This design comes from an exercise in tuning for small area and a short achievable clock period on the open sky130 flow, not from production work.
Function was checked by simulation only, so behaviour that the tests miss may differ from the original.

## flow/design.v (module list and top-level ports; edited modules follow where they fit)
// module calc_op_master: 1470 lines
// module calc_op_master_fa: 10 lines
module calc_op_master #(
  parameter int WIDTH   = 32,
  parameter int TIMEOUT = 64,
  parameter int CNT_W   = 16
) (
  input  logic             clk,
  input  logic             rst,
  input  logic             cmd_valid,
  output logic             cmd_ready,
  input  logic [1:0]       cmd_op,
  input  logic [WIDTH-1:0] cmd_a,
  input  logic [WIDTH-1:0] cmd_b,
  output logic [1:0]       calc_ctrl,
  output logic [WIDTH-1:0] calc_a,
  output logic [WIDTH-1:0] calc_b,
  output logic             calc_din_valid,
  input  logic             calc_stall_out,
  output logic             calc_stall_in,
  input  logic [WIDTH-1:0] calc_out,
  input  logic             calc_dout_valid,
  output logic             res_valid,
  input  logic             res_ready,
  output logic [WIDTH-1:0] res_data,
  output logic [1:0]       res_op,
  output logic             res_err,
  output logic             res_dz,
  output logic             res_timeout,
  output logic [CNT_W-1:0] op_cnt,
  output logic [CNT_W-1:0] err_cnt
);
  // ...
==> flow/flow/run.sh <==
#!/bin/bash
# The standard layout (standard.sh) with two changes in effort, none in constraints:
# - the ports are buffered by the smallest plain buffer (buf_1) instead of the delay buffer
#   buffer_ports picks by default;
# - the floorplan step's timing repair (gate sizing only) aims for extra setup slack
#   (SETUP_SLACK_MARGIN), so that it strengthens the weak drivers on the calc_out-to-res_err
#   paths, which otherwise meet the 100 ns clock untouched. The later steps run as standard.
set -euo pipefail
bash standard.sh 'BUFFER_PORTS_ARGS=-buffer_cell sky130_fd_sc_hd__buf_1' \
  SETUP_SLACK_MARGIN=76 floorplan > standard_flow_floorplan.log 2>&1
bash standard.sh 'BUFFER_PORTS_ARGS=-buffer_cell sky130_fd_sc_hd__buf_1' \
  finish > standard_flow.log 2>&1
==> flow/standard.sh <==
#!/bin/bash
# synth_recipe.tcl (not shown) runs the flow's synth.tcl, then flattens the netlist and writes it again
# the make line also repeats each setting of config.mk as NAME=value (left out here)
make -C /OpenROAD-flow-scripts/flow DESIGN_CONFIG=/design/flow/config.mk WORK_HOME=/design/flow/orfs CLKGATE_MAP_FILE= SYNTH_SCRIPT=/design/flow/synth_recipe.tcl "${@:-finish}"
==> flow/config.mk <==
export PLATFORM = sky130hd
export DESIGN_NAME = calc_op_master
export DESIGN_NICKNAME = calc_op_master
export VERILOG_FILES = /design/flow/design.v
export SDC_FILE = /design/flow/constraint.sdc
export NUM_CORES = 4
export LEC_CHECK = 0
export ABC_AREA = 1
export CAP_MARGIN = 20
export CORE_MARGIN = 2
export CORE_UTILIZATION = 40
export SLEW_MARGIN = 20
export SYNTH_HIERARCHICAL = 1
export SYNTH_MINIMUM_KEEP_SIZE = 0
==> flow/constraint.sdc <==
create_clock -name core_clock -period 100.0 [get_ports {clk}]
set_input_delay 20.0000 -clock core_clock [delete_from_list [all_inputs] [get_ports {clk}]]
set_output_delay 20.0000 -clock core_clock [all_outputs]
set_load 0.01 [all_outputs]
==> summary.txt, run 1 <==
Status
  – Outcome: no timing/DRC/antenna violations

Hold path
  – Hold Crit Depth: 2
  – Hold wc startpoint: res_data[7]

Drt
  – DRT met1 WL: ~37000 um

Setup path
  – CP endpoint: res_err
  – Logic depth of the worst path, buffers included: 26
  – Setup slack, reg-to-reg: 81.23 ns
  – CP most frequent cell: nand2_1
  – Max FO, Critical Path: 19

Timing
  – Crit path time final: 26.86 ns
  – Final setup violation count: 0
  – Total Neg Setup Slack: 0 ns
  – Relative slew slack: 0.186

Yosys
  – Post-synthesis xor/xnor area fraction: 0.0276
  – Mux share of post-synthesis cell area: 0

Placed design
  – Post-DP HPWL: roughly 73000 um

Finish
  – Proportion of layout cells with a drive suffix above 1: 0.0661
  – Largest regs: calc_a x32, calc_b x32, res_data x32
  – Post-layout instance area: 0.0232 mm^2
  – Seq. cell area: approximately 0.0029 mm^2
  – Commonest non-fill, non-tap cell in the layout: a21oi_1
  – Multi-In Gates: between 1500 and 2000

Clock tree
  – Number of H-tree levels: 4

Global route
  – All-Layer GR Usage: 0.344
==> inputs of run 2 (changes only) <==
--- a/flow/design.v
+++ b/flow/design.v
@@ -504,78 +504,78 @@
   wire pn14_3 = ~((r14_1 & calc_b[3]) | (r14_2 & calc_b[2]) | (r14_3 & b3[3]));
   wire pn14_4 = ~((r14_1 & calc_b[4]) | (r14_2 & calc_b[3]) | (r14_3 & b3[4]));
   wire r15_1 = mx[30] & ~mx[31];
   wire r15_2 = ~mx[30] & mx[31];
   wire r15_3 = mx[30] & mx[31];
   wire pn15_0 = ~((r15_1 & calc_b[0]) | (r15_2 & 1'b0) | (r15_3 & b3[0]));
   wire pn15_1 = ~((r15_1 & calc_b[1]) | (r15_2 & calc_b[0]) | (r15_3 & b3[1]));
   wire pn15_2 = ~((r15_1 & calc_b[2]) | (r15_2 & calc_b[1]) | (r15_3 & b3[2]));
-  wire hs133 = ~(pn0_26 ^ pn1_24);
-  wire hc134 = pn0_26 | pn1_24;
+  wire hs133, hc134;
+  calc_op_master_fa u_hs133 (.a(pn0_26), .b(pn1_24), .c(1'b1), .s(hs133), .co(hc134));
   wire fs135, fc136;
   calc_op_master_fa u_fs135 (.a(pn0_27), .b(pn1_25), .c(pn2_23), .s(fs135), .co(fc136));
   wire fs137, fc138;
   calc_op_master_fa u_fs137 (.a(pn0_28), .b(pn1_26), .c(pn2_24), .s(fs137), .co(fc138));
-  wire hs139 = ~(pn3_22 ^ pn4_20);
-  wire hc140 = pn3_22 | pn4_20;
+  wire hs139, hc140;
+  calc_op_master_fa u_hs139 (.a(pn3_22), .b(pn4_20), .c(1'b1), .s(hs139), .co(hc140));
   wire fs141, fc142;
   calc_op_master_fa u_fs141 (.a(pn0_29), .b(pn1_27), .c(pn2_25), .s(fs141), .co(fc142));
   wire fs143, fc144;
   calc_op_master_fa u_fs143 (.a(pn3_23), .b(pn4_21), .c(pn5_19), .s(fs143), .co(fc144));
   wire fs145, fc146;
   calc_op_master_fa u_fs145 (.a(pn0_30), .b(pn1_28), .c(pn2_26), .s(fs145), .co(fc146));
   wire fs147, fc148;
   calc_op_master_fa u_fs147 (.a(pn3_24), .b(pn4_22), .c(pn5_20), .s(fs147), .co(fc148));
-  wire hs149 = ~(pn6_18 ^ pn7_16);
-  wire hc150 = pn6_18 | pn7_16;
+  wire hs149, hc150;
+  calc_op_master_fa u_hs149 (.a(pn6_18), .b(pn7_16), .c(1'b1), .s(hs149), .co(hc150));
   wire fs151, fc152;
   calc_op_master_fa u_fs151 (.a(pn0_31), .b(pn1_29), .c(pn2_27), .s(fs151), .co(fc152));
   wire fs153, fc154;
   calc_op_master_fa u_fs153 (.a(pn3_25), .b(pn4_23), .c(pn5_21), .s(fs153), .co(fc154));
   wire fs155, fc156;
   calc_op_master_fa u_fs155 (.a(pn6_19), .b(pn7_17), .c(pn8_15), .s(fs155), .co(fc156));
   wire fs157, fc158;
   calc_op_master_fa u_fs157 (.a(pn0_32), .b(pn1_30), .c(pn2_28), .s(fs157), .co(fc158));
   wire fs159, fc160;
   calc_op_master_fa u_fs159 (.a(pn3_26), .b(pn4_24), .c(pn5_22), .s(fs159), .co(fc160));
   wire fs161, fc162;
   calc_op_master_fa u_fs161 (.a(pn6_20), .b(pn7_18), .c(pn8_16), .s(fs161), .co(fc162));
-  wire hs163 = ~(pn0_18 ^ pn1_16);
-  wire hc164 = pn0_18 | pn1_16;
+  wire hs163, hc164;
+  calc_op_master_fa u_hs163 (.a(pn0_18), .b(pn1_16), .c(1'b1), .s(hs163), .co(hc164));
   wire fs165, fc166;
   calc_op_master_fa u_fs165 (.a(pn0_19), .b(pn1_17), .c(pn2_15), .s(fs165), .co(fc166));
   wire fs167, fc168;
   calc_op_master_fa u_fs167 (.a(pn0_20), .b(pn1_18), .c(pn2_16), .s(fs167), .co(fc168));
-  wire hs169 = ~(pn3_14 ^ pn4_12);
-  wire hc170 = pn3_14 | pn4_12;
+  wire hs169, hc170;
+  calc_op_master_fa u_hs169 (.a(pn3_14), .b(pn4_12), .c(1'b1), .s(hs169), .co(hc170));
   wire fs171, fc172;
   calc_op_master_fa u_fs171 (.a(pn0_21), .b(pn1_19), .c(pn2_17), .s(fs171), .co(fc172));
   wire fs173, fc174;
   calc_op_master_fa u_fs173 (.a(pn3_15), .b(pn4_13), .c(pn5_11), .s(fs173), .co(fc174));
   wire fs175, fc176;
   calc_op_master_fa u_fs175 (.a(pn0_22), .b(pn1_20), .c(pn2_18), .s(fs175), .co(fc176));
   wire fs177, fc178;
   calc_op_master_fa u_fs177 (.a(pn3_16), .b(pn4_14), .c(pn5_12), .s(fs177), .co(fc178));
-  wire hs179 = ~(pn6_10 ^ pn7_8);
-  wire hc180 = pn6_10 | pn7_8;
+  wire hs179, hc180;
+  calc_op_master_fa u_hs179 (.a(pn6_10), .b(pn7_8), .c(1'b1), .s(hs179), .co(hc180));
   wire fs181, fc182;
   calc_op_master_fa u_fs181 (.a(pn0_23), .b(pn1_21), .c(pn2_19), .s(fs181), .co(fc182));
   wire fs183, fc184;
   calc_op_master_fa u_fs183 (.a(pn3_17), .b(pn4_15), .c(pn5_13), .s(fs183), .co(fc184));
   wire fs185, fc186;
   calc_op_master_fa u_fs185 (.a(pn6_11), .b(pn7_9), .c(pn8_7), .s(fs185), .co(fc186));
   wire fs187, fc188;
   calc_op_master_fa u_fs187 (.a(pn0_24), .b(pn1_22), .c(pn2_20), .s(fs187), .co(fc188));
   wire fs189, fc190;
   calc_op_master_fa u_fs189 (.a(pn3_18), .b(pn4_16), .c(pn5_14), .s(fs189), .co(fc190));
   wire fs191, fc192;
   calc_op_master_fa u_fs191 (.a(pn6_12), .b(pn7_10), .c(pn8_8), .s(fs191), .co(fc192));
-  wire hs193 = ~(pn9_6 ^ pn10_4);
-  wire hc194 = pn9_6 | pn10_4;
+  wire hs193, hc194;
+  calc_op_master_fa u_hs193 (.a(pn9_6), .b(pn10_4), .c(1'b1), .s(hs193), .co(hc194));
   wire fs195, fc196;
   calc_op_master_fa u_fs195 (.a(pn0_25), .b(pn1_23), .c(pn2_21), .s(fs195), .co(fc196));
   wire fs197, fc198;
   calc_op_master_fa u_fs197 (.a(pn3_19), .b(pn4_17), .c(pn5_15), .s(fs197), .co(fc198));
   wire fs199, fc200;
   calc_op_master_fa u_fs199 (.a(pn6_13), .b(pn7_11), .c(pn8_9), .s(fs199), .co(fc200));
   wire fs201, fc202;
   calc_op_master_fa u_fs201 (.a(pn9_7), .b(pn10_5), .c(pn11_3), .s(fs201), .co(fc202));
@@ -630,34 +630,34 @@
   wire fs251, fc252;
   calc_op_master_fa u_fs251 (.a(fc152), .b(fc154), .c(fc156), .s(fs251), .co(fc252));
   wire fs253, fc254;
   calc_op_master_fa u_fs253 (.a(fs157), .b(fs159), .c(fs161), .s(fs253), .co(fc254));
   wire fs255, fc256;
   calc_op_master_fa u_fs255 (.a(pn9_14), .b(pn10_12), .c(pn11_10), .s(fs255), .co(fc256));
   wire fs257, fc258;
   calc_op_master_fa u_fs257 (.a(pn12_8), .b(pn13_6), .c(pn14_4), .s(fs257), .co(fc258));
-  wire hs259 = ~(pn0_12 ^ pn1_10);
-  wire hc260 = pn0_12 | pn1_10;
+  wire hs259, hc260;
+  calc_op_master_fa u_hs259 (.a(pn0_12), .b(pn1_10), .c(1'b1), .s(hs259), .co(hc260));
   wire fs261, fc262;
   calc_op_master_fa u_fs261 (.a(pn0_13), .b(pn1_11), .c(pn2_9), .s(fs261), .co(fc262));
   wire fs263, fc264;
   calc_op_master_fa u_fs263 (.a(pn0_14), .b(pn1_12), .c(pn2_10), .s(fs263), .co(fc264));
-  wire hs265 = ~(pn3_8 ^ pn4_6);
-  wire hc266 = pn3_8 | pn4_6;
+  wire hs265, hc266;
+  calc_op_master_fa u_hs265 (.a(pn3_8), .b(pn4_6), .c(1'b1), .s(hs265), .co(hc266));
   wire fs267, fc268;
   calc_op_master_fa u_fs267 (.a(pn0_15), .b(pn1_13), .c(pn2_11), .s(fs267), .co(fc268));
   wire fs269, fc270;
   calc_op_master_fa u_fs269 (.a(pn3_9), .b(pn4_7), .c(pn5_5), .s(fs269), .co(fc270));
   wire fs271, fc272;
   calc_op_master_fa u_fs271 (.a(pn0_16), .b(pn1_14), .c(pn2_12), .s(fs271), .co(fc272));
   wire fs273, fc274;
   calc_op_master_fa u_fs273 (.a(pn3_10), .b(pn4_8), .c(pn5_6), .s(fs273), .co(fc274));
-  wire hs275 = ~(pn6_4 ^ pn7_2);
-  wire hc276 = pn6_4 | pn7_2;
+  wire hs275, hc276;
+  calc_op_master_fa u_hs275 (.a(pn6_4), .b(pn7_2), .c(1'b1), .s(hs275), .co(hc276));
   wire fs277, fc278;
   calc_op_master_fa u_fs277 (.a(pn0_17), .b(pn1_15), .c(pn2_13), .s(fs277), .co(fc278));
   wire fs279, fc280;
   calc_op_master_fa u_fs279 (.a(pn3_11), .b(pn4_9), .c(pn5_7), .s(fs279), .co(fc280));
   wire fs281, fc282;
   calc_op_master_fa u_fs281 (.a(pn6_5), .b(pn7_3), .c(pn8_1), .s(fs281), .co(fc282));
   wire fs283, fc284;
   calc_op_master_fa u_fs283 (.a(hs163), .b(pn2_14), .c(pn3_12), .s(fs283), .co(fc284));
@@ -748,24 +748,24 @@
   wire fs369, fc370;
   calc_op_master_fa u_fs369 (.a(fc250), .b(fs251), .c(fs253), .s(fs369), .co(fc370));
   wire fs371, fc372;
   calc_op_master_fa u_fs371 (.a(fs255), .b(fs257), .c(pn15_2), .s(fs371), .co(fc372));
   wire fs373, fc374;
   calc_op_master_fa u_fs373 (.a(fc252), .b(fc254), .c(fc256), .s(fs373), .co(fc374));
   wire fs375, fc376;
   calc_op_master_fa u_fs375 (.a(fc258), .b(fc158), .c(fc160), .s(fs375), .co(fc376));
-  wire hs377 = ~(pn0_8 ^ pn1_6);
-  wire hc378 = pn0_8 | pn1_6;
+  wire hs377, hc378;
+  calc_op_master_fa u_hs377 (.a(pn0_8), .b(pn1_6), .c(1'b1), .s(hs377), .co(hc378));
   wire fs379, fc380;
   calc_op_master_fa u_fs379 (.a(pn0_9), .b(pn1_7), .c(pn2_5), .s(fs379), .co(fc380));
   wire fs381, fc382;
   calc_op_master_fa u_fs381 (.a(pn0_10), .b(pn1_8), .c(pn2_6), .s(fs381), .co(fc382));
-  wire hs383 = ~(pn3_4 ^ pn4_2);
-  wire hc384 = pn3_4 | pn4_2;
+  wire hs383, hc384;
+  calc_op_master_fa u_hs383 (.a(pn3_4), .b(pn4_2), .c(1'b1), .s(hs383), .co(hc384));
   wire fs385, fc386;
   calc_op_master_fa u_fs385 (.a(pn0_11), .b(pn1_9), .c(pn2_7), .s(fs385), .co(fc386));
   wire fs387, fc388;
   calc_op_master_fa u_fs387 (.a(pn3_5), .b(pn4_3), .c(pn5_1), .s(fs387), .co(fc388));
   wire fs389, fc390;
   calc_op_master_fa u_fs389 (.a(hs259), .b(pn2_8), .c(pn3_6), .s(fs389), .co(fc390));
   wire fs391, fc392;
   calc_op_master_fa u_fs391 (.a(pn4_4), .b(pn5_2), .c(pn6_0), .s(fs391), .co(fc392));
@@ -848,18 +848,18 @@
   wire fs469, fc470;
   calc_op_master_fa u_fs469 (.a(fc362), .b(fc364), .c(fc366), .s(fs469), .co(fc470));
   wire fs471, fc472;
   calc_op_master_fa u_fs471 (.a(fs367), .b(fs369), .c(fs371), .s(fs471), .co(fc472));
   wire fs473, fc474;
   calc_op_master_fa u_fs473 (.a(fc368), .b(fc370), .c(fc372), .s(fs473), .co(fc474));
   wire fs475, fc476;
   calc_op_master_fa u_fs475 (.a(fs373), .b(fs375), .c(fc162), .s(fs475), .co(fc476));
-  wire hs477 = ~(pn0_6 ^ pn1_4);
-  wire hc478 = pn0_6 | pn1_4;
+  wire hs477, hc478;
+  calc_op_master_fa u_hs477 (.a(pn0_6), .b(pn1_4), .c(1'b1), .s(hs477), .co(hc478));
   wire fs479, fc480;
   calc_op_master_fa u_fs479 (.a(pn0_7), .b(pn1_5), .c(pn2_3), .s(fs479), .co(fc480));
   wire fs481, fc482;
   calc_op_master_fa u_fs481 (.a(hs377), .b(pn2_4), .c(pn3_2), .s(fs481), .co(fc482));
   wire fs483, fc484;
   calc_op_master_fa u_fs483 (.a(hc378), .b(fs379), .c(pn3_3), .s(fs483), .co(fc484));
   wire fs485, fc486;
   calc_op_master_fa u_fs485 (.a(fc380), .b(fs381), .c(hs383), .s(fs485), .co(fc486));
@@ -904,18 +904,18 @@
   wire fs525, fc526;
   calc_op_master_fa u_fs525 (.a(fc458), .b(fc460), .c(fs461), .s(fs525), .co(fc526));
   wire fs527, fc528;
   calc_op_master_fa u_fs527 (.a(fc462), .b(fc464), .c(fs465), .s(fs527), .co(fc528));
   wire fs529, fc530;
   calc_op_master_fa u_fs529 (.a(fc466), .b(fc468), .c(fs469), .s(fs529), .co(fc530));
   wire fs531, fc532;
   calc_op_master_fa u_fs531 (.a(fc470), .b(fc472), .c(fs473), .s(fs531), .co(fc532));
-  wire hs533 = ~(pn0_4 ^ pn1_2);
-  wire hc534 = pn0_4 | pn1_2;
+  wire hs533, hc534;
+  calc_op_master_fa u_hs533 (.a(pn0_4), .b(pn1_2), .c(1'b1), .s(hs533), .co(hc534));
   wire fs535, fc536;
   calc_op_master_fa u_fs535 (.a(pn0_5), .b(pn1_3), .c(pn2_1), .s(fs535), .co(fc536));
   wire fs537, fc538;
   calc_op_master_fa u_fs537 (.a(hs477), .b(pn2_2), .c(pn3_0), .s(fs537), .co(fc538));
   wire fs539, fc540;
   calc_op_master_fa u_fs539 (.a(hc478), .b(fs479), .c(pn3_1), .s(fs539), .co(fc540));
   wire fs541, fc542;
   calc_op_master_fa u_fs541 (.a(fc480), .b(fs481), .c(pn4_0), .s(fs541), .co(fc542));
@@ -1037,83 +1037,82 @@
   wire es655, ec656;
   calc_op_master_fa u_es655 (.a(ts_n[31]), .b(tc_n[31]), .c(cv[31]), .s(es655), .co(ec656));
   wire es657 = ts_n[32] ^ tc_n[32] ^ 1'b0;
   wire ec658 = (ts_n[32] & tc_n[32]) | (ts_n[32] & 1'b0) | (tc_n[32] & 1'b0);
   wire es659 = ts_n[33] ^ tc_n[33] ^ 1'b0;
   wire ec660 = (ts_n[33] & tc_n[33]) | (ts_n[33] & 1'b0) | (tc_n[33] & 1'b0);
   wire [33:0] es_n = {es659, es657, es655, es653, es651, es649, es647, es645, es643, es641, es639, es637, es635, es633, es631, es629, es627, es625, es623, es621, es619, es617, es615, es613, es611, es609, es607, es605, es603, es601, es599, es597, es595, es593};
   wire [33:0] ec_n = {ec660, ec658, ec656, ec654, ec652, ec650, ec648, ec646, ec644, ec642, ec640, ec638, ec636, ec634, ec632, ec630, ec628, ec626, ec624, ec622, ec620, ec618, ec616, ec614, ec612, ec610, ec608, ec606, ec604, ec602, ec600, ec598, ec596, ec594};
-  wire eq2 = &(es_n[31:0] ^ {ec_n[30:0], 1'b1});
-  wire g661 = ~es_n[0] & 1'b0;
-  wire p662 = ~es_n[0] | 1'b0;
-  wire g663 = ~es_n[1] & ~ec_n[0];
-  wire p664 = ~es_n[1] | ~ec_n[0];
-  wire g665 = ~es_n[2] & ~ec_n[1];
-  wire p666 = ~es_n[2] | ~ec_n[1];
-  wire g667 = ~es_n[3] & ~ec_n[2];
-  wire p668 = ~es_n[3] | ~ec_n[2];
-  wire g669 = ~es_n[4] & ~ec_n[3];
-  wire p670 = ~es_n[4] | ~ec_n[3];
-  wire g671 = ~es_n[5] & ~ec_n[4];
-  wire p672 = ~es_n[5] | ~ec_n[4];
-  wire g673 = ~es_n[6] & ~ec_n[5];
-  wire p674 = ~es_n[6] | ~ec_n[5];
-  wire g675 = ~es_n[7] & ~ec_n[6];
-  wire p676 = ~es_n[7] | ~ec_n[6];
-  wire g677 = ~es_n[8] & ~ec_n[7];
-  wire p678 = ~es_n[8] | ~ec_n[7];
-  wire g679 = ~es_n[9] & ~ec_n[8];
-  wire p680 = ~es_n[9] | ~ec_n[8];
-  wire g681 = ~es_n[10] & ~ec_n[9];
-  wire p682 = ~es_n[10] | ~ec_n[9];
-  wire g683 = ~es_n[11] & ~ec_n[10];
-  wire p684 = ~es_n[11] | ~ec_n[10];
-  wire g685 = ~es_n[12] & ~ec_n[11];
-  wire p686 = ~es_n[12] | ~ec_n[11];
-  wire g687 = ~es_n[13] & ~ec_n[12];
-  wire p688 = ~es_n[13] | ~ec_n[12];
-  wire g689 = ~es_n[14] & ~ec_n[13];
-  wire p690 = ~es_n[14] | ~ec_n[13];
-  wire g691 = ~es_n[15] & ~ec_n[14];
-  wire p692 = ~es_n[15] | ~ec_n[14];
-  wire g693 = ~es_n[16] & ~ec_n[15];
-  wire p694 = ~es_n[16] | ~ec_n[15];
-  wire g695 = ~es_n[17] & ~ec_n[16];
-  wire p696 = ~es_n[17] | ~ec_n[16];
-  wire g697 = ~es_n[18] & ~ec_n[17];
-  wire p698 = ~es_n[18] | ~ec_n[17];
-  wire g699 = ~es_n[19] & ~ec_n[18];
-  wire p700 = ~es_n[19] | ~ec_n[18];
-  wire g701 = ~es_n[20] & ~ec_n[19];
-  wire p702 = ~es_n[20] | ~ec_n[19];
-  wire g703 = ~es_n[21] & ~ec_n[20];
-  wire p704 = ~es_n[21] | ~ec_n[20];
-  wire g705 = ~es_n[22] & ~ec_n[21];
-  wire p706 = ~es_n[22] | ~ec_n[21];
-  wire g707 = ~es_n[23] & ~ec_n[22];
-  wire p708 = ~es_n[23] | ~ec_n[22];
-  wire g709 = ~es_n[24] & ~ec_n[23];
-  wire p710 = ~es_n[24] | ~ec_n[23];
-  wire g711 = ~es_n[25] & ~ec_n[24];
-  wire p712 = ~es_n[25] | ~ec_n[24];
-  wire g713 = ~es_n[26] & ~ec_n[25];
-  wire p714 = ~es_n[26] | ~ec_n[25];
-  wire g715 = ~es_n[27] & ~ec_n[26];
-  wire p716 = ~es_n[27] | ~ec_n[26];
-  wire g717 = ~es_n[28] & ~ec_n[27];
-  wire p718 = ~es_n[28] | ~ec_n[27];
-  wire g719 = ~es_n[29] & ~ec_n[28];
-  wire p720 = ~es_n[29] | ~ec_n[28];
-  wire g721 = ~es_n[30] & ~ec_n[29];
-  wire p722 = ~es_n[30] | ~ec_n[29];
-  wire g723 = ~es_n[31] & ~ec_n[30];
-  wire p724 = ~es_n[31] | ~ec_n[30];
-  wire g725 = ~es_n[32] & ~ec_n[31];
-  wire p726 = ~es_n[32] | ~ec_n[31];
+  wire g661 = ~(es_n[0] | 1'b1);
+  wire p662 = ~(es_n[0] & 1'b1);
+  wire g663 = ~(es_n[1] | ec_n[0]);
+  wire p664 = ~(es_n[1] & ec_n[0]);
+  wire g665 = ~(es_n[2] | ec_n[1]);
+  wire p666 = ~(es_n[2] & ec_n[1]);
+  wire g667 = ~(es_n[3] | ec_n[2]);
+  wire p668 = ~(es_n[3] & ec_n[2]);
+  wire g669 = ~(es_n[4] | ec_n[3]);
+  wire p670 = ~(es_n[4] & ec_n[3]);
+  wire g671 = ~(es_n[5] | ec_n[4]);
+  wire p672 = ~(es_n[5] & ec_n[4]);
+  wire g673 = ~(es_n[6] | ec_n[5]);
+  wire p674 = ~(es_n[6] & ec_n[5]);
+  wire g675 = ~(es_n[7] | ec_n[6]);
+  wire p676 = ~(es_n[7] & ec_n[6]);
+  wire g677 = ~(es_n[8] | ec_n[7]);
+  wire p678 = ~(es_n[8] & ec_n[7]);
+  wire g679 = ~(es_n[9] | ec_n[8]);
+  wire p680 = ~(es_n[9] & ec_n[8]);
+  wire g681 = ~(es_n[10] | ec_n[9]);
+  wire p682 = ~(es_n[10] & ec_n[9]);
+  wire g683 = ~(es_n[11] | ec_n[10]);
+  wire p684 = ~(es_n[11] & ec_n[10]);
+  wire g685 = ~(es_n[12] | ec_n[11]);
+  wire p686 = ~(es_n[12] & ec_n[11]);
+  wire g687 = ~(es_n[13] | ec_n[12]);
+  wire p688 = ~(es_n[13] & ec_n[12]);
+  wire g689 = ~(es_n[14] | ec_n[13]);
+  wire p690 = ~(es_n[14] & ec_n[13]);
+  wire g691 = ~(es_n[15] | ec_n[14]);
+  wire p692 = ~(es_n[15] & ec_n[14]);
+  wire g693 = ~(es_n[16] | ec_n[15]);
+  wire p694 = ~(es_n[16] & ec_n[15]);
+  wire g695 = ~(es_n[17] | ec_n[16]);
+  wire p696 = ~(es_n[17] & ec_n[16]);
+  wire g697 = ~(es_n[18] | ec_n[17]);
+  wire p698 = ~(es_n[18] & ec_n[17]);
+  wire g699 = ~(es_n[19] | ec_n[18]);
+  wire p700 = ~(es_n[19] & ec_n[18]);
+  wire g701 = ~(es_n[20] | ec_n[19]);
+  wire p702 = ~(es_n[20] & ec_n[19]);
+  wire g703 = ~(es_n[21] | ec_n[20]);
+  wire p704 = ~(es_n[21] & ec_n[20]);
+  wire g705 = ~(es_n[22] | ec_n[21]);
+  wire p706 = ~(es_n[22] & ec_n[21]);
+  wire g707 = ~(es_n[23] | ec_n[22]);
+  wire p708 = ~(es_n[23] & ec_n[22]);
+  wire g709 = ~(es_n[24] | ec_n[23]);
+  wire p710 = ~(es_n[24] & ec_n[23]);
+  wire g711 = ~(es_n[25] | ec_n[24]);
+  wire p712 = ~(es_n[25] & ec_n[24]);
+  wire g713 = ~(es_n[26] | ec_n[25]);
+  wire p714 = ~(es_n[26] & ec_n[25]);
+  wire g715 = ~(es_n[27] | ec_n[26]);
+  wire p716 = ~(es_n[27] & ec_n[26]);
+  wire g717 = ~(es_n[28] | ec_n[27]);
+  wire p718 = ~(es_n[28] & ec_n[27]);
+  wire g719 = ~(es_n[29] | ec_n[28]);
+  wire p720 = ~(es_n[29] & ec_n[28]);
+  wire g721 = ~(es_n[30] | ec_n[29]);
+  wire p722 = ~(es_n[30] & ec_n[29]);
+  wire g723 = ~(es_n[31] | ec_n[30]);
+  wire p724 = ~(es_n[31] & ec_n[30]);
+  wire g725 = ~(es_n[32] | ec_n[31]);
+  wire p726 = ~(es_n[32] & ec_n[31]);
   wire G727 = g663 | (p664 & g661);
   wire P728 = p664 & p662;
   wire G729 = g665 | (p666 & G727);
   wire P730 = p666 & P728;
   wire G731 = g669 | (p670 & g667);
   wire P732 = p670 & p668;
   wire G733 = G731 | (P732 & G729);
   wire P734 = P732 & P730;
@@ -1168,17 +1167,18 @@
   wire G783 = G781 | (P782 & G779);
   wire P784 = P782 & P780;
   wire G785 = G783 | (P784 & G777);
   wire P786 = P784 & P778;
   wire G787 = G785 | (P786 & G771);
   wire P788 = P786 & P772;
   wire G789 = G787 | (P788 & G757);
   wire P790 = P788 & P758;
-  wire t1_neg = ~es_n[33] ^ ~ec_n[32] ^ G789;
+  wire t1_neg = es_n[33] ^ ec_n[32] ^ G789;
+  wire eq2 = &{p662, p664, p666, p668, p670, p672, p674, p676, p678, p680, p682, p684, p686, p688, p690, p692, p694, p696, p698, p700, p702, p704, p706, p708, p710, p712, p714, p716, p718, p720, p722, p724} & ~|{g661, g663, g665, g667, g669, g671, g673, g675, g677, g679, g681, g683, g685, g687, g689, g691, g693, g695, g697, g699, g701, g703, g705, g707, g709, g711, g713, g715, g717, g719, g721, g723};
   wire t2s791, t2c792;
   calc_op_master_fa u_t2s791 (.a(ts_n[0]), .b(tc_n[0]), .c(addsub[0]), .s(t2s791), .co(t2c792));
   wire t2s793, t2c794;
   calc_op_master_fa u_t2s793 (.a(ts_n[1]), .b(tc_n[1]), .c(addsub[1]), .s(t2s793), .co(t2c794));
   wire t2s795, t2c796;
   calc_op_master_fa u_t2s795 (.a(ts_n[2]), .b(tc_n[2]), .c(addsub[2]), .s(t2s795), .co(t2c796));
   wire t2s797, t2c798;
   calc_op_master_fa u_t2s797 (.a(ts_n[3]), .b(tc_n[3]), .c(addsub[3]), .s(t2s797), .co(t2c798));
@@ -1237,82 +1237,82 @@
   wire t2s851, t2c852;
   calc_op_master_fa u_t2s851 (.a(ts_n[30]), .b(tc_n[30]), .c(addsub[30]), .s(t2s851), .co(t2c852));
   wire t2s853, t2c854;
   calc_op_master_fa u_t2s853 (.a(ts_n[31]), .b(tc_n[31]), .c(addsub[31]), .s(t2s853), .co(t2c854));
   wire t2s855, t2c856;
   calc_op_master_fa u_t2s855 (.a(ts_n[32]), .b(tc_n[32]), .c(addsub[32]), .s(t2s855), .co(t2c856));
   wire t2s857, t2c858;
   calc_op_master_fa u_t2s857 (.a(ts_n[33]), .b(tc_n[33]), .c(addsub[32]), .s(t2s857), .co(t2c858));
-  wire g859 = ~t2s791 & 1'b0;
-  wire p860 = ~t2s791 | 1'b0;
-  wire g861 = ~t2s793 & ~t2c792;
-  wire p862 = ~t2s793 | ~t2c792;
-  wire g863 = ~t2s795 & ~t2c794;
-  wire p864 = ~t2s795 | ~t2c794;
-  wire g865 = ~t2s797 & ~t2c796;
-  wire p866 = ~t2s797 | ~t2c796;
-  wire g867 = ~t2s799 & ~t2c798;
-  wire p868 = ~t2s799 | ~t2c798;
-  wire g869 = ~t2s801 & ~t2c800;
-  wire p870 = ~t2s801 | ~t2c800;
-  wire g871 = ~t2s803 & ~t2c802;
-  wire p872 = ~t2s803 | ~t2c802;
-  wire g873 = ~t2s805 & ~t2c804;
-  wire p874 = ~t2s805 | ~t2c804;
-  wire g875 = ~t2s807 & ~t2c806;
-  wire p876 = ~t2s807 | ~t2c806;
-  wire g877 = ~t2s809 & ~t2c808;
-  wire p878 = ~t2s809 | ~t2c808;
-  wire g879 = ~t2s811 & ~t2c810;
-  wire p880 = ~t2s811 | ~t2c810;
-  wire g881 = ~t2s813 & ~t2c812;
-  wire p882 = ~t2s813 | ~t2c812;
-  wire g883 = ~t2s815 & ~t2c814;
-  wire p884 = ~t2s815 | ~t2c814;
-  wire g885 = ~t2s817 & ~t2c816;
-  wire p886 = ~t2s817 | ~t2c816;
-  wire g887 = ~t2s819 & ~t2c818;
-  wire p888 = ~t2s819 | ~t2c818;
-  wire g889 = ~t2s821 & ~t2c820;
-  wire p890 = ~t2s821 | ~t2c820;
-  wire g891 = ~t2s823 & ~t2c822;
-  wire p892 = ~t2s823 | ~t2c822;
-  wire g893 = ~t2s825 & ~t2c824;
-  wire p894 = ~t2s825 | ~t2c824;
-  wire g895 = ~t2s827 & ~t2c826;
-  wire p896 = ~t2s827 | ~t2c826;
-  wire g897 = ~t2s829 & ~t2c828;
-  wire p898 = ~t2s829 | ~t2c828;
-  wire g899 = ~t2s831 & ~t2c830;
-  wire p900 = ~t2s831 | ~t2c830;
-  wire g901 = ~t2s833 & ~t2c832;
-  wire p902 = ~t2s833 | ~t2c832;
-  wire g903 = ~t2s835 & ~t2c834;
-  wire p904 = ~t2s835 | ~t2c834;
-  wire g905 = ~t2s837 & ~t2c836;
-  wire p906 = ~t2s837 | ~t2c836;
-  wire g907 = ~t2s839 & ~t2c838;
-  wire p908 = ~t2s839 | ~t2c838;
-  wire g909 = ~t2s841 & ~t2c840;
-  wire p910 = ~t2s841 | ~t2c840;
-  wire g911 = ~t2s843 & ~t2c842;
-  wire p912 = ~t2s843 | ~t2c842;
-  wire g913 = ~t2s845 & ~t2c844;
-  wire p914 = ~t2s845 | ~t2c844;
-  wire g915 = ~t2s847 & ~t2c846;
-  wire p916 = ~t2s847 | ~t2c846;
-  wire g917 = ~t2s849 & ~t2c848;
-  wire p918 = ~t2s849 | ~t2c848;
-  wire g919 = ~t2s851 & ~t2c850;
-  wire p920 = ~t2s851 | ~t2c850;
-  wire g921 = ~t2s853 & ~t2c852;
-  wire p922 = ~t2s853 | ~t2c852;
-  wire g923 = ~t2s855 & ~t2c854;
-  wire p924 = ~t2s855 | ~t2c854;
+  wire g859 = ~(t2s791 | 1'b1);
+  wire p860 = ~(t2s791 & 1'b1);
+  wire g861 = ~(t2s793 | t2c792);
+  wire p862 = ~(t2s793 & t2c792);
+  wire g863 = ~(t2s795 | t2c794);
+  wire p864 = ~(t2s795 & t2c794);
+  wire g865 = ~(t2s797 | t2c796);
+  wire p866 = ~(t2s797 & t2c796);
+  wire g867 = ~(t2s799 | t2c798);
+  wire p868 = ~(t2s799 & t2c798);
+  wire g869 = ~(t2s801 | t2c800);
+  wire p870 = ~(t2s801 & t2c800);
+  wire g871 = ~(t2s803 | t2c802);
+  wire p872 = ~(t2s803 & t2c802);
+  wire g873 = ~(t2s805 | t2c804);
+  wire p874 = ~(t2s805 & t2c804);
+  wire g875 = ~(t2s807 | t2c806);
+  wire p876 = ~(t2s807 & t2c806);
+  wire g877 = ~(t2s809 | t2c808);
+  wire p878 = ~(t2s809 & t2c808);
+  wire g879 = ~(t2s811 | t2c810);
+  wire p880 = ~(t2s811 & t2c810);
+  wire g881 = ~(t2s813 | t2c812);
+  wire p882 = ~(t2s813 & t2c812);
+  wire g883 = ~(t2s815 | t2c814);
+  wire p884 = ~(t2s815 & t2c814);
+  wire g885 = ~(t2s817 | t2c816);
+  wire p886 = ~(t2s817 & t2c816);
+  wire g887 = ~(t2s819 | t2c818);
+  wire p888 = ~(t2s819 & t2c818);
+  wire g889 = ~(t2s821 | t2c820);
+  wire p890 = ~(t2s821 & t2c820);
+  wire g891 = ~(t2s823 | t2c822);
+  wire p892 = ~(t2s823 & t2c822);
+  wire g893 = ~(t2s825 | t2c824);
+  wire p894 = ~(t2s825 & t2c824);
+  wire g895 = ~(t2s827 | t2c826);
+  wire p896 = ~(t2s827 & t2c826);
+  wire g897 = ~(t2s829 | t2c828);
+  wire p898 = ~(t2s829 & t2c828);
+  wire g899 = ~(t2s831 | t2c830);
+  wire p900 = ~(t2s831 & t2c830);
+  wire g901 = ~(t2s833 | t2c832);
+  wire p902 = ~(t2s833 & t2c832);
+  wire g903 = ~(t2s835 | t2c834);
+  wire p904 = ~(t2s835 & t2c834);
+  wire g905 = ~(t2s837 | t2c836);
+  wire p906 = ~(t2s837 & t2c836);
+  wire g907 = ~(t2s839 | t2c838);
+  wire p908 = ~(t2s839 & t2c838);
+  wire g909 = ~(t2s841 | t2c840);
+  wire p910 = ~(t2s841 & t2c840);
+  wire g911 = ~(t2s843 | t2c842);
+  wire p912 = ~(t2s843 & t2c842);
+  wire g913 = ~(t2s845 | t2c844);
+  wire p914 = ~(t2s845 & t2c844);
+  wire g915 = ~(t2s847 | t2c846);
+  wire p916 = ~(t2s847 & t2c846);
+  wire g917 = ~(t2s849 | t2c848);
+  wire p918 = ~(t2s849 & t2c848);
+  wire g919 = ~(t2s851 | t2c850);
+  wire p920 = ~(t2s851 & t2c850);
+  wire g921 = ~(t2s853 | t2c852);
+  wire p922 = ~(t2s853 & t2c852);
+  wire g923 = ~(t2s855 | t2c854);
+  wire p924 = ~(t2s855 & t2c854);
   wire G925 = g861 | (p862 & g859);
   wire P926 = p862 & p860;
   wire G927 = g863 | (p864 & G925);
   wire P928 = p864 & P926;
   wire G929 = g867 | (p868 & g865);
   wire P930 = p868 & p866;
   wire G931 = G929 | (P930 & G927);
   wire P932 = P930 & P928;
@@ -1367,17 +1367,17 @@
   wire G981 = G979 | (P980 & G977);
   wire P982 = P980 & P978;
   wire G983 = G981 | (P982 & G975);
   wire P984 = P982 & P976;
   wire G985 = G983 | (P984 & G969);
   wire P986 = P984 & P970;
   wire G987 = G985 | (P986 & G955);
   wire P988 = P986 & P956;
-  wire t2_neg = ~t2s857 ^ ~t2c856 ^ G987;
+  wire t2_neg = t2s857 ^ t2c856 ^ G987;
   wire ne01 = (calc_out != addsub[31:0]);
   logic [31:0] bsuf;
   always_comb begin
     bsuf[0] = 1'b0;
     for (int i = 1; i < 32; i++) bsuf[i] = bsuf[i-1] | calc_b[32-i];
   end
   wire ovf = |(mx & bsuf);
   wire ok3 = !ovf && t1_neg && !t2_neg;
==> run 2 against run 1 <==
Still clean. Critical path depth grew 1. Utilization grew 0.42 points. Count of clock-buffer cells in the layout is the same. Non-clock buffer count shrank 7. Cell area shrank 2.1%. Setup slack gained 0.022 ns. Area after synthesis shrank 3.6%. Synthesized cell count shrank 3.5%. Global-route usage grew 2.3 points. Fmax is essentially flat. Via count shrank 1.6%.
==> summary.txt, run 2 <==
Setup path
  – WP buf/inv: 3
  – Critical path's slowest cell: nor2_1
  – Max FO, Critical Path: 11 (-8)
  – Worst setup SP type: input pin
  – Reg2Reg Depth: 54
  – CP max stage delay: 0.82 ns
  – CP Data Required Time: approximately 100 ns
  – WS Path Type: input pin to register
  – Logic depth of the worst path, buffers included: 27 (+3.8%)
  – CP most frequent cell: fa_1
  – Type of element capturing the critical path: register
  – CP top delay family: adder cells
  – CP Data Arrival Time: 27.21 ns

Floorplan
  – Die area: about 0.052 mm^2
  – Initial core utilization: 0.404
  – Std cell rows: around 80
  – DIE WIDTH: 229 um
  – Io pins: 243
  – Die Ht: ~230 um
  – Core Region: between 0.04 and 0.05 mm^2

Clock tree
  – CTS root buf: clkbuf_16
  – Post-CTS setup buffers: 0
  – Cts bufs inserted: 17
  – CTS tree: done
  – Clk pin slew, worst setup/hold paths: approximately 0.06 ns
  – Resized cells post-CTS: 0
  – Number of H-tree levels: 4 (unchanged)
  – CTS Sinks: between 100 and 150
  – Cts hold-fix bufs: 0
  – Clock insertion delay at the later pin of the skew report: just under 0.5 ns
  – Clk buf depth: 2

Placed design
  – Placed insts: about 3400
  – IO buf count: between 200 and 250
  – Final GP Congestion: slightly above 1
  – Post-Place Worst Slack: roughly 73 ns
  – Post-DP HPWL: 75000 um (+2.7%)
  – Post-DP Area: about 0.022 mm^2

Yosys
  – Yosys top cell area share: 0.356
  – Avg Inst Size Synth: roughly 8.0 um^2
  – Mapped cell area: ~0.02 mm^2
  – Seq/Total Area, Yosys: 0.144
  – Most instantiated cells after synthesis: 405 x a21oi_1, 359 x fa_1, 358 x nand2_1, 278 x o22ai_1, 222 x inv_1
  – Area contributors post-synth: fa_1 36%, dfxtp_1 14%, a21oi_1 10%
  – Top-count cell post-synth: a21oi_1
  – Mapped Cells: approximately 2500
  – Asr flop ratio synth: 0
  – Yosys reg bits: ~150
  – Number of flops mapped to enable cells by yosys: 0
  – Synth warn: 7
  – Library cells used by synthesis: between 50 and 60
  – Biggest area consumer among synthesized cells: fa_1
  – Top FF cell, synth: dfxtp_1

Finish
  – Final core occ: 0.455
  – Fillcell total: about 5100
  – Final net count: 3170
  – Inserted Diodes: 0
  – Commonest non-fill, non-tap cell in the layout: a21oi_1
  – Syn-to-layout area delta: 12.5%
  – Most frequent cells in the layout: 392 x a21oi_1, 347 x nand2_1, 333 x fa_1
  – Proportion of layout cells with a drive suffix above 1: 0.0944 (+0.0283)
  – Largest regs: calc_a x32, calc_b x32, res_data x32
  – Final std cells w/o fill: 3384
  – Post-layout instance area: 0.0227 mm^2 (-2.1%)

Timing
  – Final Hold Fails: 0
  – WHS: between 0.4 and 0.5 ns
  – Final setup violation count: 0 (unchanged)
  – Crit path time final: 26.84 ns (-0.0216 ns)
  – Fraction of the cycle the final worst path needs: 0.268
  – Setup ws final: ~73 ns
  – Total Neg Setup Slack: 0 ns (unchanged)
  – RSZ-0062 raised after global routing: no
  – Relative slew slack: 0.299 (+0.113)
  – Fin Clk Skew: between 0.015 and 0.02 ns
  – Worst-Margin Slew: about 1.0 ns
  – FMAX: roughly 0.037 GHz
  – Pins Over Slew Limit: 0

Drt
  – Post-route ant nets: 0
  – Pre-Repair DR Iteration Count: 6
  – DR WL/cell: roughly 29 um
  – Via Count: ~21000
  – Residual DRC: 0
  – Routed WL: 97200 um
  – First-iteration detailed-routing DRC count: between 2000 and 3000
  – Avg Vias per Cell: 6.18

Global route
  – Antenna violations before repair: 0
  – Overflow after GRT: 0
  – First-pass GRT wire length: 140000 um
  – Largest net degree at the start of global routing: 95
  – All-Layer GR Usage: 0.368 (+0.0232)
  – Number of global-route vias before repair: 20576

Hold path
  – Hold Crit Depth: 2 (unchanged)
  – HP Class: register to register

Status
  – Outcome: no timing/DRC/antenna violations

Job
  – Max Cap Viol: 0
==> run 2: cell count changes after synthesis, moves of 13 or more <==
cell | before | now
fa_1 | 345 | 359
inv_1 | 326 | 222
xnor2_1 | 6 | 19
xor2_1 | 60 | 36
o21ai_0 | 164 | 148
o221ai_1 | 28 | 1
nand3_1 | 40 | 54
ha_1 | 83 | 8
o22ai_1 | 250 | 278
or2_2 | 9 | 24
a21oi_1 | 386 | 405
nand2_1 | 312 | 358
==> run 2: metal layers <==
| layer | vias to the layer above | part of all wire | global-route usage |
|---|---|---|---|
| met5 | - | 0 | 0 |
| met4 | 0 | 0.054 | 0.174 |
| met3 | 333 | 0.11 | 0.117 |
| met2 | 1407 | 0.44 | 0.553 |
| met1 | 10211 | 0.39 | 0.480 |
| li1 | 8972 | - | - |
==> run 2: worst reg2reg max path, delay by kind of cell (launching register included) <==
| kind | cells | cell delay [ns] |
|---|---|---|
| flops | 1 | 0.30 |
| fa+ha+maj | 37 | 15.88 |
| compound gates | 4 | 0.59 |
| buf+inv | 1 | 0.24 |
| simple gates | 12 | 1.31 |
==> run 2: path summary, 6_finish.rpt <==
path,start,endpoint,slack [ns]
max,calc_out[15],res_err,73.16
min,res_data[28],res_data[28],0.46
max reg2reg,calc_b[1],res_err,81.57
min reg2reg,res_data[28],res_data[28],0.46
==> run 2: area by class of cell <==
cell class	count	area [um^2]	share of cell area
well taps	672	841	0.0370
multi-input cells	1992	16100	0.709
flip-flops and latches	145	2900	0.128
repair buffers	292	1280	0.0566
clock inverters	15	194	0.00854
clock buffers	17	425	0.0187
inverters	251	963	0.0424
==> run 2: kinds of logic (layout without fill, tap and decap cells) <==
kind of cell	after synthesis	after routing	synth area share
and+or+nand+nor	641	641	0.140
buffers and inverters	411	575	0.0807
DFF	145	145	0.144
adders and majority gates	367	367	0.361
other	2	19	0.000372
xor gates and xnor gates	55	55	0.0239
AOI/OAI and AO/OA	910	910	0.250
==> run 2: modules after synthesis (local to each module, per instance) <==
module,times used,area (um^2),flip-flops and latches,cells
calc_op_master,1,13000,145,2172
calc_op_master_fa,359,20.0,0,1
==> inputs of run 3 (changes only) <==
==> flow/flow/run.sh (replaced) <==
#!/bin/bash
# The standard layout (standard.sh) with changes in effort only, none in constraints:
# - the ports are buffered by the smallest plain buffer (buf_1) instead of the delay buffer
#   buffer_ports picks by default;
# - the timing repair steps aim for extra setup slack (SETUP_SLACK_MARGIN), so that they
#   strengthen the calc_out-to-res_err paths, which otherwise meet the 100 ns clock untouched;
#   after placement they may only resize cells and swap pins (no new buffers).
set -euo pipefail
BUF='BUFFER_PORTS_ARGS=-buffer_cell sky130_fd_sc_hd__buf_1'
bash standard.sh "$BUF" SETUP_SLACK_MARGIN=76 floorplan > standard_flow_floorplan.log 2>&1
bash standard.sh "$BUF" SETUP_SLACK_MARGIN=76 SETUP_MOVE_SEQUENCE=sizeup,swap \
  finish > standard_flow.log 2>&1
==> run 3 against run 2 <==
Die area is the same. Non-clock buffer count is the same. Fmax is 2.8% higher. Sequential cell count unchanged. Sequential share of layout area fell by 0.13 points. Critical endpoint unchanged. Highest routed layer is now met5.
==> summary.txt, run 3 <==
Status
  – Outcome: no timing/DRC/antenna violations

Yosys
  – Number of flops mapped to enable cells by yosys: 0 (unchanged)
  – Library cells used by synthesis: 53 (unchanged)
  – Area contributors post-synth: fa_1 36%, dfxtp_1 14%, a21oi_1 10%
  – Mapped Cells: 2531 (unchanged)
  – Mapped cell area: 0.0202 mm^2 (unchanged)
  – Top-count cell post-synth: a21oi_1
  – Biggest area consumer among synthesized cells: fa_1
  – Synth warn: 7 (unchanged)
  – Top FF cell, synth: dfxtp_1
  – Most instantiated cells after synthesis: 405 x a21oi_1, 359 x fa_1, 358 x nand2_1, 278 x o22ai_1, 222 x inv_1
  – Asr flop ratio synth: 0 (unchanged)
  – Seq/Total Area, Yosys: 0.144 (unchanged)
  – Yosys reg bits: 145 (unchanged)
  – Yosys top cell area share: 0.356 (unchanged)
  – Avg Inst Size Synth: 7.97 um^2 (unchanged)

Clock tree
  – CTS Sinks: 145 (unchanged)
  – Cts hold-fix bufs: 0 (unchanged)
  – Post-CTS setup buffers: 0 (unchanged)
  – Number of H-tree levels: 4 (unchanged)
  – Clk pin slew, worst setup/hold paths: 0.06 ns (about the same)
  – CTS tree: done
  – Clk buf depth: 2 (unchanged)
  – CTS root buf: clkbuf_16
  – Clock insertion delay at the later pin of the skew report: 0.49 ns (about the same)
  – Cts bufs inserted: 17 (unchanged)

Placed design
  – Placed insts: 3352 (unchanged)
  – Post-DP HPWL: 75000 um (unchanged)
  – IO buf count: 242 (unchanged)
  – Final GP Congestion: 1.02 (unchanged)
  – Post-DP Area: 0.0221 mm^2 (unchanged)
  – Post-Place Worst Slack: 72.96 ns (unchanged)

Global route
  – Number of global-route vias before repair: 20600 (+0.12%)
  – All-Layer GR Usage: 0.368 (about the same)
  – First-pass GRT wire length: 141000 um (+0.14%)
  – Overflow after GRT: 0 (unchanged)
  – Largest net degree at the start of global routing: 95 (unchanged)
  – Antenna violations before repair: 1 (+1)

Setup path
  – Critical R2R Capture: res_err
  – Setup slack, reg-to-reg: 81.62 ns (+0.05 ns)
  – CP max stage delay: 0.65 ns (-0.17 ns)
  – Critical path's slowest cell: fa_2
  – WP buf/inv: 4 (+1)
  – CP Data Required Time: 100.37 ns (about the same)
  – Logic depth of the worst path, buffers included: 28 (+3.7%)
  – Reg2Reg Depth: 54 (unchanged)
  – CP top delay family: adder cells
  – CP endpoint: res_err
  – Max FO, Critical Path: 11 (unchanged)
  – R2R Path Start: calc_b[1]
  – Crit path launch: calc_out[12]
  – Worst setup SP type: input pin
  – WS Path Type: input pin to register
  – CP Data Arrival Time: 26.49 ns (-0.72 ns)
  – Type of element capturing the critical path: register

Hold path
  – HP Class: register to register
  – Hold wc startpoint: res_data[28]
  – Hold Crit Depth: 2 (unchanged)

Finish
  – Final net count: 3170 (unchanged)
  – Final std cells w/o fill: 3384 (unchanged)
  – Post-layout instance area: 0.0229 mm^2 (+1.0%)
  – Proportion of layout cells with a drive suffix above 1: 0.107 (+0.0125)
  – Final core occ: 0.459 (+0.00471)
  – Syn-to-layout area delta: 13.7%
  – Inserted Diodes: 0 (unchanged)
  – Most frequent cells in the layout: 388 x a21oi_1, 346 x nand2_1, 326 x fa_1
  – Largest regs: calc_a x32, calc_b x32, res_data x32
  – Commonest non-fill, non-tap cell in the layout: a21oi_1

Drt
  – DR WL/cell: 28.8 um (about the same)
  – Post-route ant nets: 0 (unchanged)
  – Avg Vias per Cell: 6.22 (+0.59%)
  – Via Count: 21046 (+0.59%)
  – Pre-Repair DR Iteration Count: 9 (+3)
  – Residual DRC: 0 (unchanged)
  – First-iteration detailed-routing DRC count: 2941 (-1.5%)
  – Routed WL: 97300 um (about the same)

Timing
  – WHS: 0.461 ns (-0.000177 ns)
  – Worst-Margin Slew: 1.04 ns (-0.00437 ns)
  – Total Neg Setup Slack: 0 ns (unchanged)
  – FMAX: 0.0383 GHz (+2.8%)
  – Fin Clk Skew: 0.0181 ns (+0.00128 ns)
  – Crit path time final: 26.12 ns (-0.719 ns)
  – Pins Over Slew Limit: 0 (unchanged)
  – Setup ws final: 73.88 ns (+0.719 ns)
  – Relative slew slack: 0.304 (+0.00473)
  – Final Hold Fails: 0 (unchanged)
  – RSZ-0062 raised after global routing: yes
  – Final setup violation count: 0 (unchanged)
  – Fraction of the cycle the final worst path needs: 0.261 (-0.00719)

Floorplan
  – Initial core utilization: 0.404 (unchanged)
  – Std cell rows: 82 (unchanged)
  – Io pins: 243 (unchanged)
  – Die area: 0.0523 mm^2 (unchanged)
  – Die Ht: 229 um (unchanged)
  – Core Region: 0.0500 mm^2 (unchanged)
  – DIE WIDTH: 229 um (unchanged)

Job
  – Max Cap Viol: 0 (unchanged)
[run 3: cell counts after synthesis]
Identical to the previous run, type by type.
[run 3: final cells by class]
class	count	area, um^2
sequential	145	2900
timing repair buffer	292	1320
tap	672	841
clock inverter	15	194
multi-input combinational	1992	16300
fill	5107	27000
clock buffer	17	425
inverter	251	1000
[run 3: how the worst min path moves through the flow]
stage              endpoint  slack [ns]
6_report       res_data[28]        0.46
5_1_grt         res_data[3]        0.48
4_1_cts        res_data[28]        0.46
3_5_place_dp   res_data[28]        0.45
3_3_place_gp   res_data[14]        0.45
2_1_floorplan  timer_reg[2]        0.46
[run 3: per-module statistics from Yosys, one instance, submodules excluded]
module             area (um^2)  flip-flops and latches  copies in the design  cells inside
calc_op_master_fa         20.0                       0                   359             1
calc_op_master           13000                     145                     1          2172
[run 3: layer usage]
layer / global-route usage / wire (um) / vias to the layer above
met2: 0.556 / 42400 / 1405
met5: 0 / 8 / -
li1: - / - / 8982
met3: 0.121 / 11300 / 349
met4: 0.170 / 5290 / 2
met1: 0.478 / 38300 / 10308
[run 3: logic make-up (layout without fill, tap and decap cells)]
kind of cell	after synthesis	count (layout)	synth area share
AOI/OAI and AO/OA	910	910	0.250
xor gates and xnor gates	55	55	0.0239
adders and majority gates	367	367	0.361
buffers and inverters	411	575	0.0807
DFF	145	145	0.144
other	2	19	0.000372
and+or+nand+nor	641	641	0.140
[run 3: repair_timing]
action | 4_1_cts | 5_1_grt
setup endpoints to repair | 1 | 1
resized for setup | 29 | 42
pin swaps | 11 | 33
[run 3: worst reg2reg max path, delay by kind of cell (launching register included)]
family,cells,cell delay [ns]
simple gates,13,1.45
fa+ha+maj,37,15.87
flops,1,0.30
compound gates,3,0.40
buf+inv,1,0.25
==> inputs of run 4 (changes only) <==
--- a/flow/config.mk
+++ b/flow/config.mk
@@ -9,6 +9,8 @@
 export CAP_MARGIN = 20
 export CORE_MARGIN = 2
 export CORE_UTILIZATION = 40
+export CTS_BUF_LIST = sky130_fd_sc_hd__clkbuf_4 sky130_fd_sc_hd__clkbuf_8
+export PLACE_DENSITY = 0.8
 export SLEW_MARGIN = 20
 export SYNTH_HIERARCHICAL = 1
 export SYNTH_MINIMUM_KEEP_SIZE = 0
==> run 4 against run 3 <==
Utilization shrank 0.59 points. Non-clock buffer count shrank 4. Largest cell class unchanged. Hold slack gained 0.0045 ns.
==> summary.txt, run 4 <==
Drt
  – Met2 routed wirelength: 38600 um (-8.9%)
  – Residual DRC: 0 (unchanged)
  – Met3 Routed Length: 12400 um (+10%)
  – DR WL/cell: 27.1 um (-5.9%)
  – Routed WL: 91500 um (-6.0%)
  – First-iteration detailed-routing DRC count: 3778 (+28%)
  – Via Count: 21419 (+1.8%)
  – DR top layer: met5
  – Pre-Repair DR Iteration Count: 9 (unchanged)
  – Post-route ant nets: 0 (unchanged)
  – DRT met1 WL: 33800 um (-12%)
  – Avg Vias per Cell: 6.34 (+1.9%)

Hold path
  – HP Class: register to register
  – Hold wc startpoint: res_data[13]

Floorplan
  – Io pins: 243 (unchanged)
  – Core Region: 0.0500 mm^2 (unchanged)
  – Die Ht: 229 um (unchanged)
  – Initial core utilization: 0.404 (unchanged)
  – Std cell rows: 82 (unchanged)
  – Die area: 0.0523 mm^2 (unchanged)
  – DIE WIDTH: 229 um (unchanged)

Yosys
  – Top-count cell post-synth: a21oi_1
  – Avg Inst Size Synth: 7.97 um^2 (unchanged)
  – Most instantiated cells after synthesis: 405 x a21oi_1, 359 x fa_1, 358 x nand2_1, 278 x o22ai_1, 222 x inv_1
  – Number of flops mapped to enable cells by yosys: 0 (unchanged)
  – Yosys top cell area share: 0.356 (unchanged)
  – Top FF cell, synth: dfxtp_1
  – Library cells used by synthesis: 53 (unchanged)
  – Seq/Total Area, Yosys: 0.144 (unchanged)
  – Synth warn: 7 (unchanged)
  – Asr flop ratio synth: 0 (unchanged)
  – Area contributors post-synth: fa_1 36%, dfxtp_1 14%, a21oi_1 10%
  – Mapped Cells: 2531 (unchanged)
  – Biggest area consumer among synthesized cells: fa_1
  – Yosys reg bits: 145 (unchanged)
  – Mapped cell area: 0.0202 mm^2 (unchanged)

Timing
  – Final Hold Fails: 0 (unchanged)
  – Fraction of the cycle the final worst path needs: 0.259 (-0.00224)
  – Total Neg Setup Slack: 0 ns (unchanged)
  – RSZ-0062 raised after global routing: yes
  – Relative slew slack: 0.296 (-0.00819)
  – Crit path time final: 25.90 ns (-0.224 ns)
  – Worst-Margin Slew: 1.06 ns (+0.0123 ns)
  – Fin Clk Skew: 0.0224 ns (+0.00437 ns)
  – WHS: 0.466 ns (+0.00450 ns)
  – Pins Over Slew Limit: 0 (unchanged)
  – Final setup violation count: 0 (unchanged)
  – FMAX: 0.0386 GHz (+0.86%)

Finish
  – Commonest non-fill, non-tap cell in the layout: a21oi_1
  – Fillcell total: 4955 (-3.0%)
  – Proportion of layout cells with a drive suffix above 1: 0.105 (-0.00202)
  – Syn-to-layout area delta: 12.2%
  – Largest regs: calc_a x32, calc_b x32, res_data x32
  – Most frequent cells in the layout: 388 x a21oi_1, 346 x nand2_1, 330 x fa_1
  – Final net count: 3166 (-0.13%)

Setup path
  – WP buf/inv: 1 (-3)
  – WS Path Type: input pin to register
  – Worst setup SP type: input pin
  – CP Data Arrival Time: 26.42 ns (-0.07 ns)
  – CP Data Required Time: 100.52 ns (+0.15 ns)
  – CP max stage delay: 0.75 ns (+0.10 ns)
  – CP most frequent cell: nand2_1
  – Max FO, Critical Path: 8 (-3)
  – Type of element capturing the critical path: register
  – R2R Path Start: calc_b[1]
  – Critical path's slowest cell: fa_1
  – CP top delay family: adder cells
  – Crit path launch: calc_out[16]

Global route
  – Largest net degree at the start of global routing: 84 (-12%)
  – Number of global-route vias before repair: 20443 (-0.76%)
  – Overflow after GRT: 0 (unchanged)
  – First-pass GRT wire length: 134000 um (-4.7%)
  – Antenna violations before repair: 1 (unchanged)
  – All-Layer GR Usage: 0.346 (-0.0223)

Clock tree
  – Number of H-tree levels: 4 (unchanged)
  – CTS root buf: clkbuf_8
  – Clk pin slew, worst setup/hold paths: 0.11 ns (+0.05 ns)
  – Clk buf depth: 2 (unchanged)
  – Cts bufs inserted: 17 (unchanged)
  – Clock insertion delay at the later pin of the skew report: 0.58 ns (+0.09 ns)
  – Cts hold-fix bufs: 0 (unchanged)
  – CTS tree: done
  – CTS Sinks: 145 (unchanged)
  – Post-CTS setup buffers: 0 (unchanged)

Placed design
  – Final GP Congestion: 1.05 (+3.3%)
  – Post-DP HPWL: 70500 um (-6.1%)
  – IO buf count: 242 (unchanged)

Job
  – Max Cap Viol: 0 (unchanged)

Status
  – Outcome: no timing/DRC/antenna violations
[run 4: cell counts after synthesis]
Identical to the previous run, type by type.
[run 4: worst paths after layout]
| check | endpoint | slack (ns) | cells after the start |
|---|---|---|---|
| max | res_err | 74.10 | 26 |
| min | res_data[13] | 0.47 | 2 |
| max reg2reg | res_err | 81.62 | 55 |
| min reg2reg | res_data[13] | 0.47 | 2 |
[run 4: per-layer routing]
metal | GRT usage | vias to the layer above
li1 | - | 8967
met1 | 0.440 | 10227
met2 | 0.508 | 1770
met3 | 0.124 | 453
met4 | 0.194 | 2
met5 | 0.0101 | -
[run 4: layout make-up]
cell class / instances / area, um^2 / share of cell area
antenna: 1 / 2.50 / 0.000110
clock buffer: 17 / 234 / 0.0103
clock inverter: 14 / 171 / 0.00757
inverter: 251 / 998 / 0.0441
multi-input combinational: 1992 / 16200 / 0.717
sequential: 145 / 2900 / 0.128
tap: 672 / 841 / 0.0371
timing repair buffer: 288 / 1270 / 0.0560
[run 4: kinds of logic (layout without fill, tap and decap cells)]
family          Yosys count  count (layout)  share of synthesized area
compound gates          910             910                      0.250
flops                   145             145                      0.144
xor+xnor                 55              55                     0.0239
other cells               2              20                   0.000372
fa+ha+maj               367             367                      0.361
simple gates            641             641                      0.140
buf+inv                 411             570                     0.0807
[run 4: timing repair]
item / CTS / global route
endpoints found under the setup margin: 1 / 1
gates resized for setup: 31 / 25
pin swaps: 21 / 15
[run 4: worst register-to-register path: cells and delay by family, from the launching register on]
kind	cells	cell delay, ns
AOI/OAI and AO/OA	3	0.48
and+or+nand+nor	14	1.34
buffers and inverters	1	0.24
DFF	1	0.31
adders and majority gates	37	15.97
[run 4: stage by stage]
step | instances | util | area, um^2 | worst slack, ns
3_3_place_gp | 3348 | 0.442 | 22100 | 73.38
2_1_floorplan | 2548 | - | 20800 | 74.81
6_report | 3380 | 0.453 | 22700 | 74.10
3_5_place_dp | 3348 | 0.442 | 22100 | 73.29
4_1_cts | 3379 | 0.452 | 22600 | 74.31
5_1_grt | 3379 | 0.453 | 22700 | 73.89
[run 4: modules after synthesis (local to each module, per instance)]
| module | flops+latches | cells inside | area, um^2 | copies in the design |
|---|---|---|---|---|
| calc_op_master | 145 | 2172 | 13000 | 1 |
| calc_op_master_fa | 0 | 1 | 20.0 | 359 |

[static timing again, ports no longer ideal]
In the flow no input, the clock included, has a driving cell. The finished layouts below were timed again as built, in two steps.
Step 1, drivers: a clkbuf_16 drives clk and a buf_2 each remaining input, both assumed.
Step 2, shift: input delay + t, output delay - t, t = (earliest + latest rising clock arrival at the registers) / 2. This alone moves slack from input paths to output paths.
Slacks: no drivers / after step 1 / after step 2; pairs: no drivers / after step 1.
run | shift t [ns] | setup WS [ns] | worst setup path after step 2 | worst slew at a driven data input, ns
run 1 | 0.546 | 73.138 / 73.164 / 72.618 | input to register | 0.05
run 2 | 0.545 | 73.160 / 73.203 / 72.658 | input to register | 0.04
run 3 | 0.544 | 73.879 / 73.901 / 73.356 | input to register | 0.04
run 4 | 0.621 | 74.103 / 74.129 / 73.508 | input to register | 0.07
After both steps setup and hold are still met in every run listed. For run 4, which loses most, drivers alone change the setup slack by +0.026 ns; drivers and shift together by -0.595 ns.
